Context: an optimization exercise on an open-source flow, tuned for a short achievable clock period and few clock cycles per item. The choices shown serve that exercise and are no tape-out recipe. At most, simulation tests tie the RTL to the original design; equivalence was not proved. Power figures rest on the tool's default switching activity, not on a simulated workload.

==> job 4148 <==
// tx_core
module tx_core (
	input wire logic clock,
	input wire logic arst_n_i,
	input wire logic reg_wr_en_i,
	input tx_pkg::reg_addr_t reg_addr_i,
	input tx_pkg::word_t reg_wr_data_i,
	output tx_pkg::word_t reg_rd_data_o,
	output logic mem_rd_en_o,
	output tx_pkg::addr_t mem_addr_o,
	input tx_pkg::word_t mem_rd_data_i,
	input wire logic meta_rd_en_i,
	output tx_pkg::len_t meta_data_o,
	output logic meta_empty_o,
	input wire logic data_rd_en_i,
	output tx_pkg::word_t data_o,
	output logic data_empty_o,
	input wire logic csum_rd_en_i,
	output tx_pkg::csum_t csum_o,
	output logic csum_empty_o,
	output logic channel_irq_o
);
Settings: LEC_CHECK=0, CAP_MARGIN=20, CORE_MARGIN=2, CORE_UTILIZATION=60, SETUP_SLACK_MARGIN=5, SLEW_MARGIN=20, SYNTH_HIERARCHICAL=1, SYNTH_MINIMUM_KEEP_SIZE=0, TNS_END_PERCENT=100; clock period 9.0 ns.
standard.sh (not shown) runs the stock make flow with config.mk's settings and CLKGATE_MAP_FILE= SYNTH_SCRIPT=/design/flow/synth_recipe.tcl, a recipe that flattens the netlist after the stock synthesis.
==> flow/flow/run.sh <==
#!/bin/bash
# The standard layout, with two changes for the register read port:
# its pins are placed as one group, and after placement each address
# input is driven straight from its (upsized) input buffer, a net that
# later timing repair leaves alone.
set -uo pipefail
here=$(pwd)
bash standard.sh \
	PRE_IO_PLACEMENT_TCL="$here/flow/pre_io.tcl" \
	POST_RESIZE_TCL="$here/flow/fixaddr.tcl" \
	SETUP_MOVE_SEQUENCE=unbuffer,sizeup,swap,clone \
	> "$here/standard.log" 2>&1
status=$?
tail -5 "$here/standard.log"
exit $status
==> flow/flow/fixaddr.tcl <==
# Drive each register-address input straight from its input buffer:
# remove the buffers between that buffer and the read mux, give the
# input buffer the strongest size, and mark its net don't-touch
proc my_fix_addr_nets {} {
  set block [ord::get_db_block]
  foreach port [get_ports reg_addr_i*] {
    set pnet [$block findNet [get_full_name $port]]
    set inbuf ""
    foreach it [$pnet getITerms] {
      if {[$it isInputSignal]} { set inbuf [$it getInst] }
    }
    if {$inbuf eq ""} { continue }
    set todo {}
    foreach it [$inbuf getITerms] {
      if {[$it isOutputSignal]} { set onet [$it getNet] }
    }
    set front [list $onet]
    while {[llength $front]} {
      set n [lindex $front 0]
      set front [lrange $front 1 end]
      foreach it [$n getITerms] {
        if {![$it isInputSignal]} { continue }
        set inst [$it getInst]
        set m [[$inst getMaster] getName]
        if {[string match "sky130_fd_sc_hd__buf_*" $m] || [string match "sky130_fd_sc_hd__clkbuf_*" $m]} {
          lappend todo [$inst getName]
          foreach ot [$inst getITerms] {
            if {[$ot isOutputSignal]} { lappend front [$ot getNet] }
          }
        }
      }
    }
    puts "addr net [get_full_name $port]: input buffer [$inbuf getName], removing [llength $todo] buffers"
    if {[llength $todo]} { remove_buffers [get_cells $todo] }
    replace_cell [get_cells [$inbuf getName]] sky130_fd_sc_hd__buf_16
    # and keep later timing repair from buffering it again
    set_dont_touch [get_nets [$onet getName]]
  }
}

my_fix_addr_nets
Other scripts of this flow, unchanged in this note and not shown: flow/flow/pre_io.tcl
==> job 2729 (differences from job 4148) <==
--- a/flow/design.v
+++ b/flow/design.v
@@ -185,34 +185,20 @@
 	if (HAS_STATUS && !HAS_CTRL) begin : g_two
 		logic low_zero;
 		logic sel_n;
 		logic val_n;
 		tx_nor2 low_nor (.a(addr_i[1]), .b(addr_i[0]), .y(low_zero));
 		tx_nand2 sel_nand (.a(addr_i[2]), .b(low_zero), .y(sel_n));
 		tx_mux2i val_mux (.s(addr_i[3]), .a0(desc_addr_i), .a1(status_i), .y(val_n));
 		tx_nor2 out_nor (.a(sel_n), .b(val_n), .y(rd_o));
-	end else if (HAS_STATUS && HAS_CTRL) begin : g_three
-		logic hi_n;
-		logic lo_n;
-		logic val_n;
-		logic low_any;
-		tx_mux2i hi_mux (.s(addr_i[3]), .a0(desc_addr_i), .a1(status_i), .y(hi_n));
-		tx_nand2b lo_nand (.a_n(addr_i[3]), .b(ctrl_i), .y(lo_n));
-		tx_mux2 val_mux (.s(addr_i[2]), .a0(lo_n), .a1(hi_n), .y(val_n));
-		tx_or2 low_or (.a(addr_i[1]), .b(addr_i[0]), .y(low_any));
-		tx_nor2 out_nor (.a(val_n), .b(low_any), .y(rd_o));
-	end else if (HAS_CTRL) begin : g_ctrl
-		logic other;
-		logic val_n;
-		tx_or3 other_or (.a(addr_i[3]), .b(addr_i[1]), .c(addr_i[0]), .y(other));
-		tx_mux2i val_mux (.s(addr_i[2]), .a0(ctrl_i), .a1(desc_addr_i), .y(val_n));
-		tx_nor2 out_nor (.a(other), .b(val_n), .y(rd_o));
-	end else begin : g_one
-		assign rd_o = (addr_i == tx_pkg::REG_DESC_ADDR && desc_addr_i);
+	end else begin : g_any
+		assign rd_o = (HAS_CTRL && addr_i == tx_pkg::REG_CTRL && ctrl_i)
+			|| (addr_i == tx_pkg::REG_DESC_ADDR && desc_addr_i)
+			|| (HAS_STATUS && addr_i == tx_pkg::REG_STATUS && status_i);
 	end
 endmodule
 module tx_nor2 (
 	input wire logic a,
 	input wire logic b,
 	output logic y
 );
 	assign y = !(a || b);
@@ -227,46 +213,16 @@
 module tx_mux2i (
 	input wire logic s,
 	input wire logic a0,
 	input wire logic a1,
 	output logic y
 );
 	assign y = !(s ? a1 : a0);
 endmodule
-module tx_nand2b (
-	input wire logic a_n,
-	input wire logic b,
-	output logic y
-);
-	assign y = !(!a_n && b);
-endmodule
-module tx_or2 (
-	input wire logic a,
-	input wire logic b,
-	output logic y
-);
-	assign y = a || b;
-endmodule
-module tx_or3 (
-	input wire logic a,
-	input wire logic b,
-	input wire logic c,
-	output logic y
-);
-	assign y = a || b || c;
-endmodule
-module tx_mux2 (
-	input wire logic s,
-	input wire logic a0,
-	input wire logic a1,
-	output logic y
-);
-	assign y = s ? a1 : a0;
-endmodule
 `timescale 1ns/1ns
 module tx_ctrl (
 	input wire logic clock,
 	input wire logic arst_n_i,
 	input wire logic enable_i,
 	input wire logic disable_i,
 	input wire logic desc_empty_i,
 	input tx_pkg::desc_t desc_i,
@@ -321,16 +277,19 @@
 	assign rd_en_d = act_d && enable_i && !disable_i && room;
 	always_ff @(posedge clock or negedge arst_n_i) begin
 		if (!arst_n_i) begin
 			act_q <= 1'b0;
 			rd_en_q <= 1'b0;
 			ret_v_q <= 1'b0;
 			ret_sof_q <= 1'b0;
 			ret_eof_q <= 1'b0;
+			word_valid_o <= 1'b0;
+			sof_o <= 1'b0;
+			eof_o <= 1'b0;
 			meta_used_q <= '0;
 			csum_used_q <= '0;
 			data_used_q <= '0;
 			rem_q <= '0;
 			first_q <= 1'b0;
 		end else begin
 			act_q <= act_d;
 			rd_en_q <= rd_en_d;
@@ -339,16 +298,19 @@
 				first_q <= 1'b1;
 			end else if (rd_en_q) begin
 				rem_q <= rem_q - 1'b1;
 				first_q <= 1'b0;
 			end
 			ret_v_q <= rd_en_q;
 			ret_sof_q <= rd_en_q && first_q;
 			ret_eof_q <= rd_en_q && last;
+			word_valid_o <= ret_v_q;
+			sof_o <= ret_sof_q;
+			eof_o <= ret_eof_q;
 			case ({load, meta_pop_i})
 				2'b10: meta_used_q <= meta_used_q + 1'b1;
 				2'b01: meta_used_q <= meta_used_q - 1'b1;
 				default: ;
 			endcase
 			case ({load, csum_pop_i})
 				2'b10: csum_used_q <= csum_used_q + 1'b1;
 				2'b01: csum_used_q <= csum_used_q - 1'b1;
@@ -361,75 +323,57 @@
 			endcase
 		end
 	end
 	always_ff @(posedge clock) begin
 		if (load)
 			addr_q <= desc_addr;
 		else if (rd_en_q)
 			addr_q <= addr_q + 32'd4;
+		word_o <= mem_rd_data_i;
 	end
 	assign desc_pop_o = load;
 	assign meta_push_o = load;
 	assign meta_len_o = desc_len;
 	assign mem_rd_en_o = rd_en_q;
 	assign mem_addr_o = addr_q;
-	assign word_valid_o = ret_v_q;
-	assign sof_o = ret_sof_q;
-	assign eof_o = ret_eof_q;
-	assign word_o = mem_rd_data_i;
 endmodule
 `timescale 1ns/1ns
 module tx_csum (
 	input wire logic clock,
 	input wire logic arst_n_i,
 	input wire logic word_valid_i,
 	input tx_pkg::word_t word_i,
 	input wire logic sof_i,
 	input wire logic eof_i,
 	output logic csum_push_o,
 	output tx_pkg::csum_t csum_o
 );
 	localparam int CW = tx_pkg::CSUM_WIDTH;
-	localparam int HW = CW + 1;
-	logic [HW-1:0] half_sum;
-	tx_pkg::csum_t word_sum;
-	tx_pkg::csum_t word_q;
-	logic word_v_q;
-	logic word_sof_q;
-	logic word_eof_q;
-	tx_pkg::csum_t acc_q;
-	tx_pkg::csum_t base;
-	logic [HW-1:0] run_sum;
-	tx_pkg::csum_t acc_d;
-	assign half_sum = HW'(word_i[CW-1:0]) + HW'(word_i[tx_pkg::WORD_WIDTH-1:CW]);
-	assign word_sum = half_sum[CW-1:0] + CW'(half_sum[CW]);
+	localparam int AW = CW + 2;
+	localparam int FW = CW + 1;
+	logic [AW-1:0] acc_q;
+	logic [AW-1:0] base;
+	logic [FW-1:0] fold;
+	tx_pkg::csum_t sum;
+	assign base = sof_i ? '0 : acc_q;
 	always_ff @(posedge clock) begin
-		word_q <= word_sum;
+		if (word_valid_i)
+			acc_q <= AW'(base[CW-1:0]) + AW'(base[AW-1:CW])
+				+ AW'(word_i[CW-1:0]) + AW'(word_i[tx_pkg::WORD_WIDTH-1:CW]);
 	end
 	always_ff @(posedge clock or negedge arst_n_i) begin
-		if (!arst_n_i) begin
-			word_v_q <= 1'b0;
-			word_sof_q <= 1'b0;
-			word_eof_q <= 1'b0;
-		end else begin
-			word_v_q <= word_valid_i;
-			word_sof_q <= word_valid_i && sof_i;
-			word_eof_q <= word_valid_i && eof_i;
-		end
-	end
-	assign base = word_sof_q ? '0 : acc_q;
-	assign run_sum = HW'(base) + HW'(word_q);
-	assign acc_d = run_sum[CW-1:0] + CW'(run_sum[CW]);
-	always_ff @(posedge clock) begin
-		if (word_v_q)
-			acc_q <= acc_d;
-	end
-	assign csum_push_o = word_v_q && word_eof_q;
-	assign csum_o = ~acc_d;
+		if (!arst_n_i)
+			csum_push_o <= 1'b0;
+		else
+			csum_push_o <= word_valid_i && eof_i;
+	end
+	assign fold = FW'(acc_q[CW-1:0]) + FW'(acc_q[AW-1:CW]);
+	assign sum = fold[CW] ? CW'(fold[1:0] + 2'd1) : fold[CW-1:0];
+	assign csum_o = ~sum;
 endmodule
 `timescale 1ns/1ns
 module tx_core (
 	input wire logic clock,
 	input wire logic arst_n_i,
 	input wire logic reg_wr_en_i,
 	input tx_pkg::reg_addr_t reg_addr_i,
 	input tx_pkg::word_t reg_wr_data_i,
==> flow/flow/run.sh (replaced) <==
#!/bin/bash
# The standard layout, with the register read port's pins placed as one group
set -uo pipefail
here=$(pwd)
bash standard.sh PRE_IO_PLACEMENT_TCL="$here/flow/pre_io.tcl" SETUP_MOVE_SEQUENCE=unbuffer,sizeup,swap,clone > "$here/standard.log" 2>&1
status=$?
tail -5 "$here/standard.log"
exit $status
- CAP_MARGIN: 20 -> 0
- SLEW_MARGIN: 20 -> 0
removed: flow/flow/fixaddr.tcl
==> results by group <==
Die
  • Die H: approximately 240 um

Layout
  • Seq Cell Count: between 700 and 800
  • Clk tree area frac: 6.641%
  • Commonest non-fill, non-tap cells in the layout: edfxtp_1, clkdlybuf4s50_1, dfrtp_1, nor2_1, mux2_2

Synth
  • Syn avg cell area: 16.50 um^2

Setup path
  • Register-to-Register Path Depth: 11

Pwr
  • Pwr dens: ~280 mW/mm^2

Status
  • Status: complete, no violations

STA
  • Relative slew slack: 12.25%
(the above is from job 2729)
==> results by group <==
Detailed routing
  • Highest metal used: met5

Die
  • Die H: 240.4 um

Hold path
  • Min-Delay Startpoint: tx_ctrl_0.ret_sof_q

Synth
  • Syn avg cell area: between 15 and 20 um^2

Status
  • Status: complete, no violations

Setup path
  • Register-to-Register Path Depth: 18

STA
  • Clk_skew: 0.02442 ns
  • Relative slew slack: between 20% and 30%
(the above is from job 4148)
Testbench counts of job 2729, summed over its fixed seeds: cycles 12,358, frames 1,200.
No functional check of the RTL was part of job 4148.

==> v1 <==
tx_core, a different RTL version from the one above (not shown whole).
clock: 9.0 ns
lec_check: 0
cap_margin: 20
core_margin: 2
core_utilization: 60
setup_slack_margin: 5
slew_margin: 20
synth_hierarchical: 1
synth_minimum_keep_size: 0
tns_end_percent: 100
==> flow/flow/run.sh <==
#!/bin/bash
# The standard layout, with the register read port's pins placed as one group
set -uo pipefail
here=$(pwd)
bash standard.sh PRE_IO_PLACEMENT_TCL="$here/flow/pre_io.tcl" > "$here/standard.log" 2>&1
status=$?
tail -5 "$here/standard.log"
exit $status
==> flow/flow/pre_io.tcl <==
# Keep the register read port together: the address pins in the middle
# of the read data pins, so the read mux sits in one small area
set_io_pin_constraint -group -order -pin_names {reg_rd_data_o[0] reg_rd_data_o[1] reg_rd_data_o[2] reg_rd_data_o[3] reg_rd_data_o[4] reg_rd_data_o[5] reg_rd_data_o[6] reg_rd_data_o[7] reg_rd_data_o[8] reg_rd_data_o[9] reg_rd_data_o[10] reg_rd_data_o[11] reg_rd_data_o[12] reg_rd_data_o[13] reg_rd_data_o[14] reg_rd_data_o[15] reg_addr_i[0] reg_addr_i[1] reg_addr_i[2] reg_addr_i[3] reg_rd_data_o[16] reg_rd_data_o[17] reg_rd_data_o[18] reg_rd_data_o[19] reg_rd_data_o[20] reg_rd_data_o[21] reg_rd_data_o[22] reg_rd_data_o[23] reg_rd_data_o[24] reg_rd_data_o[25] reg_rd_data_o[26] reg_rd_data_o[27] reg_rd_data_o[28] reg_rd_data_o[29] reg_rd_data_o[30] reg_rd_data_o[31]}
==> v12: changes against v1 <==
--- a/flow/design.v
+++ b/flow/design.v
@@ -154,68 +154,73 @@
 		rd_ctrl[tx_pkg::CTRL_EN_BIT] = enable_q;
 		rd_ctrl[tx_pkg::CTRL_IRQ_EN_BIT] = irq_en_q;
 		rd_status = '0;
 		rd_status[0] = pending_q;
 		rd_status[15:8] = frame_cnt_q;
 		rd_status[16] = desc_full_i;
 	end
-	for (genvar g = 0; g < tx_pkg::WORD_WIDTH / 8; g++) begin : g_grp
-		logic sel_ctrl;
-		logic sel_addr;
-		logic sel_status;
-		tx_rdsel #(.ADDR(tx_pkg::REG_DESC_ADDR)) addr_dec (.addr_i(reg_addr_i), .sel_o(sel_addr));
-		if (g == 0) begin : g_ctrl
-			tx_rdsel #(.ADDR(tx_pkg::REG_CTRL)) ctrl_dec (.addr_i(reg_addr_i), .sel_o(sel_ctrl));
-		end else begin : g_no_ctrl
-			assign sel_ctrl = 1'b0;
-		end
-		if (g <= 2) begin : g_status
-			tx_rdsel #(.ADDR(tx_pkg::REG_STATUS)) status_dec (.addr_i(reg_addr_i), .sel_o(sel_status));
-		end else begin : g_no_status
-			assign sel_status = 1'b0;
-		end
-		for (genvar j = 0; j < 8; j++) begin : g_bit
-			localparam int I = 8 * g + j;
-			tx_rdbit #(
-				.HAS_CTRL(I == tx_pkg::CTRL_EN_BIT || I == tx_pkg::CTRL_IRQ_EN_BIT),
-				.HAS_STATUS(I == 0 || (I >= 8 && I <= 16))
-			) rd_bit (
-				.sel_ctrl_i(sel_ctrl), .sel_addr_i(sel_addr), .sel_status_i(sel_status),
-				.ctrl_i(rd_ctrl[I]), .desc_addr_i(desc_addr_q[I]), .status_i(rd_status[I]),
-				.rd_o(reg_rd_data_o[I])
-			);
-		end
+	for (genvar i = 0; i < tx_pkg::WORD_WIDTH; i++) begin : g_rd
+		tx_rdbit #(
+			.HAS_CTRL(i == tx_pkg::CTRL_EN_BIT || i == tx_pkg::CTRL_IRQ_EN_BIT),
+			.HAS_STATUS(i == 0 || (i >= 8 && i <= 16))
+		) rd_bit (
+			.addr_i(reg_addr_i),
+			.ctrl_i(rd_ctrl[i]), .desc_addr_i(desc_addr_q[i]), .status_i(rd_status[i]),
+			.rd_o(reg_rd_data_o[i])
+		);
 	end
 	assign enable_o = enable_q;
 	assign disable_o = wr_ctrl && !reg_wr_data_i[tx_pkg::CTRL_EN_BIT];
 	assign channel_irq_o = pending_q && irq_en_q;
 endmodule
-module tx_rdsel #(
-	parameter tx_pkg::reg_addr_t ADDR = '0
-) (
-	input tx_pkg::reg_addr_t addr_i,
-	output logic sel_o
-);
-	assign sel_o = (addr_i == ADDR);
-endmodule
 module tx_rdbit #(
 	parameter bit HAS_CTRL = 1'b0,
 	parameter bit HAS_STATUS = 1'b0
 ) (
-	input wire logic sel_ctrl_i,
-	input wire logic sel_addr_i,
-	input wire logic sel_status_i,
+	input tx_pkg::reg_addr_t addr_i,
 	input wire logic ctrl_i,
 	input wire logic desc_addr_i,
 	input wire logic status_i,
 	output logic rd_o
 );
-	assign rd_o = (HAS_CTRL && sel_ctrl_i && ctrl_i)
-		|| (sel_addr_i && desc_addr_i)
-		|| (HAS_STATUS && sel_status_i && status_i);
+	if (HAS_STATUS && !HAS_CTRL) begin : g_two
+		logic low_zero;
+		logic sel_n;
+		logic val_n;
+		tx_nor2 low_nor (.a(addr_i[1]), .b(addr_i[0]), .y(low_zero));
+		tx_nand2 sel_nand (.a(addr_i[2]), .b(low_zero), .y(sel_n));
+		tx_mux2i val_mux (.s(addr_i[3]), .a0(desc_addr_i), .a1(status_i), .y(val_n));
+		tx_nor2 out_nor (.a(sel_n), .b(val_n), .y(rd_o));
+	end else begin : g_any
+		assign rd_o = (HAS_CTRL && addr_i == tx_pkg::REG_CTRL && ctrl_i)
+			|| (addr_i == tx_pkg::REG_DESC_ADDR && desc_addr_i)
+			|| (HAS_STATUS && addr_i == tx_pkg::REG_STATUS && status_i);
+	end
+endmodule
+module tx_nor2 (
+	input wire logic a,
+	input wire logic b,
+	output logic y
+);
+	assign y = !(a || b);
+endmodule
+module tx_nand2 (
+	input wire logic a,
+	input wire logic b,
+	output logic y
+);
+	assign y = !(a && b);
+endmodule
+module tx_mux2i (
+	input wire logic s,
+	input wire logic a0,
+	input wire logic a1,
+	output logic y
+);
+	assign y = !(s ? a1 : a0);
 endmodule
 `timescale 1ns/1ns
 module tx_ctrl (
 	input wire logic clock,
 	input wire logic arst_n_i,
 	input wire logic enable_i,
 	input wire logic disable_i,
@@ -273,17 +278,14 @@
 	always_ff @(posedge clock or negedge arst_n_i) begin
 		if (!arst_n_i) begin
 			act_q <= 1'b0;
 			rd_en_q <= 1'b0;
 			ret_v_q <= 1'b0;
 			ret_sof_q <= 1'b0;
 			ret_eof_q <= 1'b0;
-			word_valid_o <= 1'b0;
-			sof_o <= 1'b0;
-			eof_o <= 1'b0;
 			meta_used_q <= '0;
 			csum_used_q <= '0;
 			data_used_q <= '0;
 			rem_q <= '0;
 			first_q <= 1'b0;
 		end else begin
 			act_q <= act_d;
@@ -294,17 +296,14 @@
 			end else if (rd_en_q) begin
 				rem_q <= rem_q - 1'b1;
 				first_q <= 1'b0;
 			end
 			ret_v_q <= rd_en_q;
 			ret_sof_q <= rd_en_q && first_q;
 			ret_eof_q <= rd_en_q && last;
-			word_valid_o <= ret_v_q;
-			sof_o <= ret_sof_q;
-			eof_o <= ret_eof_q;
 			case ({load, meta_pop_i})
 				2'b10: meta_used_q <= meta_used_q + 1'b1;
 				2'b01: meta_used_q <= meta_used_q - 1'b1;
 				default: ;
 			endcase
 			case ({load, csum_pop_i})
 				2'b10: csum_used_q <= csum_used_q + 1'b1;
@@ -319,55 +318,73 @@
 		end
 	end
 	always_ff @(posedge clock) begin
 		if (load)
 			addr_q <= desc_addr;
 		else if (rd_en_q)
 			addr_q <= addr_q + 32'd4;
-		word_o <= mem_rd_data_i;
 	end
 	assign desc_pop_o = load;
 	assign meta_push_o = load;
 	assign meta_len_o = desc_len;
 	assign mem_rd_en_o = rd_en_q;
 	assign mem_addr_o = addr_q;
+	assign word_valid_o = ret_v_q;
+	assign sof_o = ret_sof_q;
+	assign eof_o = ret_eof_q;
+	assign word_o = mem_rd_data_i;
 endmodule
 `timescale 1ns/1ns
 module tx_csum (
 	input wire logic clock,
 	input wire logic arst_n_i,
 	input wire logic word_valid_i,
 	input tx_pkg::word_t word_i,
 	input wire logic sof_i,
 	input wire logic eof_i,
 	output logic csum_push_o,
 	output tx_pkg::csum_t csum_o
 );
 	localparam int CW = tx_pkg::CSUM_WIDTH;
-	localparam int AW = CW + 2;
-	localparam int FW = CW + 1;
-	logic [AW-1:0] acc_q;
-	logic [AW-1:0] base;
-	logic [FW-1:0] fold;
-	tx_pkg::csum_t sum;
-	assign base = sof_i ? '0 : acc_q;
+	localparam int HW = CW + 1;
+	logic [HW-1:0] half_sum;
+	tx_pkg::csum_t word_sum;
+	tx_pkg::csum_t word_q;
+	logic word_v_q;
+	logic word_sof_q;
+	logic word_eof_q;
+	tx_pkg::csum_t acc_q;
+	tx_pkg::csum_t base;
+	logic [HW-1:0] run_sum;
+	tx_pkg::csum_t acc_d;
+	assign half_sum = HW'(word_i[CW-1:0]) + HW'(word_i[tx_pkg::WORD_WIDTH-1:CW]);
+	assign word_sum = half_sum[CW-1:0] + CW'(half_sum[CW]);
 	always_ff @(posedge clock) begin
-		if (word_valid_i)
-			acc_q <= AW'(base[CW-1:0]) + AW'(base[AW-1:CW])
-				+ AW'(word_i[CW-1:0]) + AW'(word_i[tx_pkg::WORD_WIDTH-1:CW]);
+		word_q <= word_sum;
 	end
 	always_ff @(posedge clock or negedge arst_n_i) begin
-		if (!arst_n_i)
-			csum_push_o <= 1'b0;
-		else
-			csum_push_o <= word_valid_i && eof_i;
+		if (!arst_n_i) begin
+			word_v_q <= 1'b0;
+			word_sof_q <= 1'b0;
+			word_eof_q <= 1'b0;
+		end else begin
+			word_v_q <= word_valid_i;
+			word_sof_q <= word_valid_i && sof_i;
+			word_eof_q <= word_valid_i && eof_i;
+		end
+	end
+	assign base = word_sof_q ? '0 : acc_q;
+	assign run_sum = HW'(base) + HW'(word_q);
+	assign acc_d = run_sum[CW-1:0] + CW'(run_sum[CW]);
+	always_ff @(posedge clock) begin
+		if (word_v_q)
+			acc_q <= acc_d;
 	end
-	assign fold = FW'(acc_q[CW-1:0]) + FW'(acc_q[AW-1:CW]);
-	assign sum = fold[CW] ? CW'(fold[1:0] + 2'd1) : fold[CW-1:0];
-	assign csum_o = ~sum;
+	assign csum_push_o = word_v_q && word_eof_q;
+	assign csum_o = ~acc_d;
 endmodule
 `timescale 1ns/1ns
 module tx_core (
 	input wire logic clock,
 	input wire logic arst_n_i,
 	input wire logic reg_wr_en_i,
 	input tx_pkg::reg_addr_t reg_addr_i,
@@ -391,14 +408,17 @@
 	logic disable_now;
 	logic desc_push;
 	tx_pkg::desc_t desc_in;
 	logic desc_pop;
 	tx_pkg::desc_t desc_head;
 	logic desc_empty;
 	logic desc_full;
+	logic desc_avail;
+	tx_pkg::desc_t desc_next;
+	logic desc_store;
 	logic meta_push;
 	tx_pkg::len_t meta_len;
 	logic word_valid;
 	tx_pkg::word_t word;
 	logic sof;
 	logic eof;
 	logic csum_push;
@@ -416,29 +436,32 @@
 		.reg_wr_en_i, .reg_addr_i, .reg_wr_data_i, .reg_rd_data_o,
 		.desc_full_i(desc_full), .frame_done_i(frame_done),
 		.enable_o(enable), .disable_o(disable_now), .desc_push_o(desc_push), .desc_o(desc_in),
 		.channel_irq_o
 	);
 	tx_ctrl tx_ctrl_0 (
 		.clock, .arst_n_i,
-		.enable_i(enable), .disable_i(disable_now), .desc_empty_i(desc_empty), .desc_i(desc_head),
+		.enable_i(enable), .disable_i(disable_now), .desc_empty_i(!desc_avail), .desc_i(desc_next),
 		.meta_pop_i(meta_pop), .data_pop_i(data_pop), .csum_pop_i(csum_pop),
 		.mem_rd_data_i,
 		.desc_pop_o(desc_pop), .meta_push_o(meta_push), .meta_len_o(meta_len),
 		.mem_rd_en_o, .mem_addr_o,
 		.word_valid_o(word_valid), .word_o(word), .sof_o(sof), .eof_o(eof)
 	);
 	tx_csum tx_csum_0 (
 		.clock, .arst_n_i,
 		.word_valid_i(word_valid), .word_i(word), .sof_i(sof), .eof_i(eof),
 		.csum_push_o(csum_push), .csum_o(csum_val)
 	);
+	assign desc_avail = !desc_empty || desc_push;
+	assign desc_next = desc_empty ? desc_in : desc_head;
+	assign desc_store = desc_push && !(desc_empty && desc_pop);
 	tx_fifo #(.WIDTH(tx_pkg::DESC_WIDTH), .DEPTH(tx_pkg::DESC_FIFO_DEPTH)) desc_fifo (
 		.clock, .arst_n_i,
-		.push_i(desc_push), .push_data_i(desc_in), .pop_i(desc_pop),
+		.push_i(desc_store), .push_data_i(desc_in), .pop_i(desc_pop),
 		.head_o(desc_head), .empty_o(desc_empty), .full_o(desc_full)
 	);
 	tx_fifo #(.WIDTH(tx_pkg::LEN_WIDTH), .DEPTH(tx_pkg::META_FIFO_DEPTH)) meta_fifo (
 		.clock, .arst_n_i,
 		.push_i(meta_push), .push_data_i(meta_len), .pop_i(meta_rd_en_i),
 		.head_o(meta_data_o), .empty_o(meta_empty_o), .full_o()
 	);
==> results.txt <==
| quantity | v12 | v1 |
|---|---|---|
| Worst setup skew after layout | 0.0142 ns | 0.0184 ns |
| Number of DRC markers after the initial detailed-route iteration | 1195 | 1044 |
| Crit path to | reg_rd_data_o[0] | reg_rd_data_o[14] |
| Result of the run | timing/DRC/antenna clean | timing/DRC/antenna clean |
| Worst setup slack for register-to-register paths | 4.82 ns | 5.17 ns |
| Met1 wire length | 30400 um | 29000 um |
| Met3 wire len | 4130 um | 3470 um |
| Beginning of the worst hold path | tx_ctrl_0.meta_used_q[2] | tx_ctrl_0.ret_sof_q |
| Endpoint of the worst-slack reg-to-reg timing path | csum_fifo.head_q[14] | tx_csum_0.acc_q[15] |
| Area taken by flip-flops and latches | 21800 um^2 | 22200 um^2 |
| Number of vias after detailed routing | 19200 | 17600 |
| Tapcell count | 756 | 704 |
| Comb. pwr | 3.81 mW | 2.81 mW |
Function was not checked in any run of this note: the RTL went through the layout flow alone.

==> static timing again, ports no longer ideal <==
No port has a modelled driver above. Below, the same layouts with a new extraction and two added sets of constraints.
Step 1 sets driving cells, clkbuf_16 on the clock port and buf_2 on the other inputs (assumed; they add their load-dependent delay and slew).
Step 2 moves the port delays by t, midway between the first and last clock arrival at a register: inputs arrive t later, outputs are due t later. That takes back most of the time a late clock gives input paths.
Slacks: ideal ports / drivers / drivers and shift; pairs: ideal ports / drivers.
run	t (ns)	setup slack, ns	worst register clock-pin slew, ns
job 4148	0.668	4.574 / 4.509 / 4.070	0.07 / 0.07
job 2729	0.675	4.619 / 4.407 / 4.407	0.06 / 0.06
v1	0.653	4.315 / 4.266 / 4.266	0.07 / 0.07
v12	0.675	4.494 / 4.454 / 4.207	0.07 / 0.07
After both steps setup and hold are still met in every run listed. The setup slack of job 4148, which loses most, moves by -0.065 ns with the drivers and by -0.504 ns with both steps.
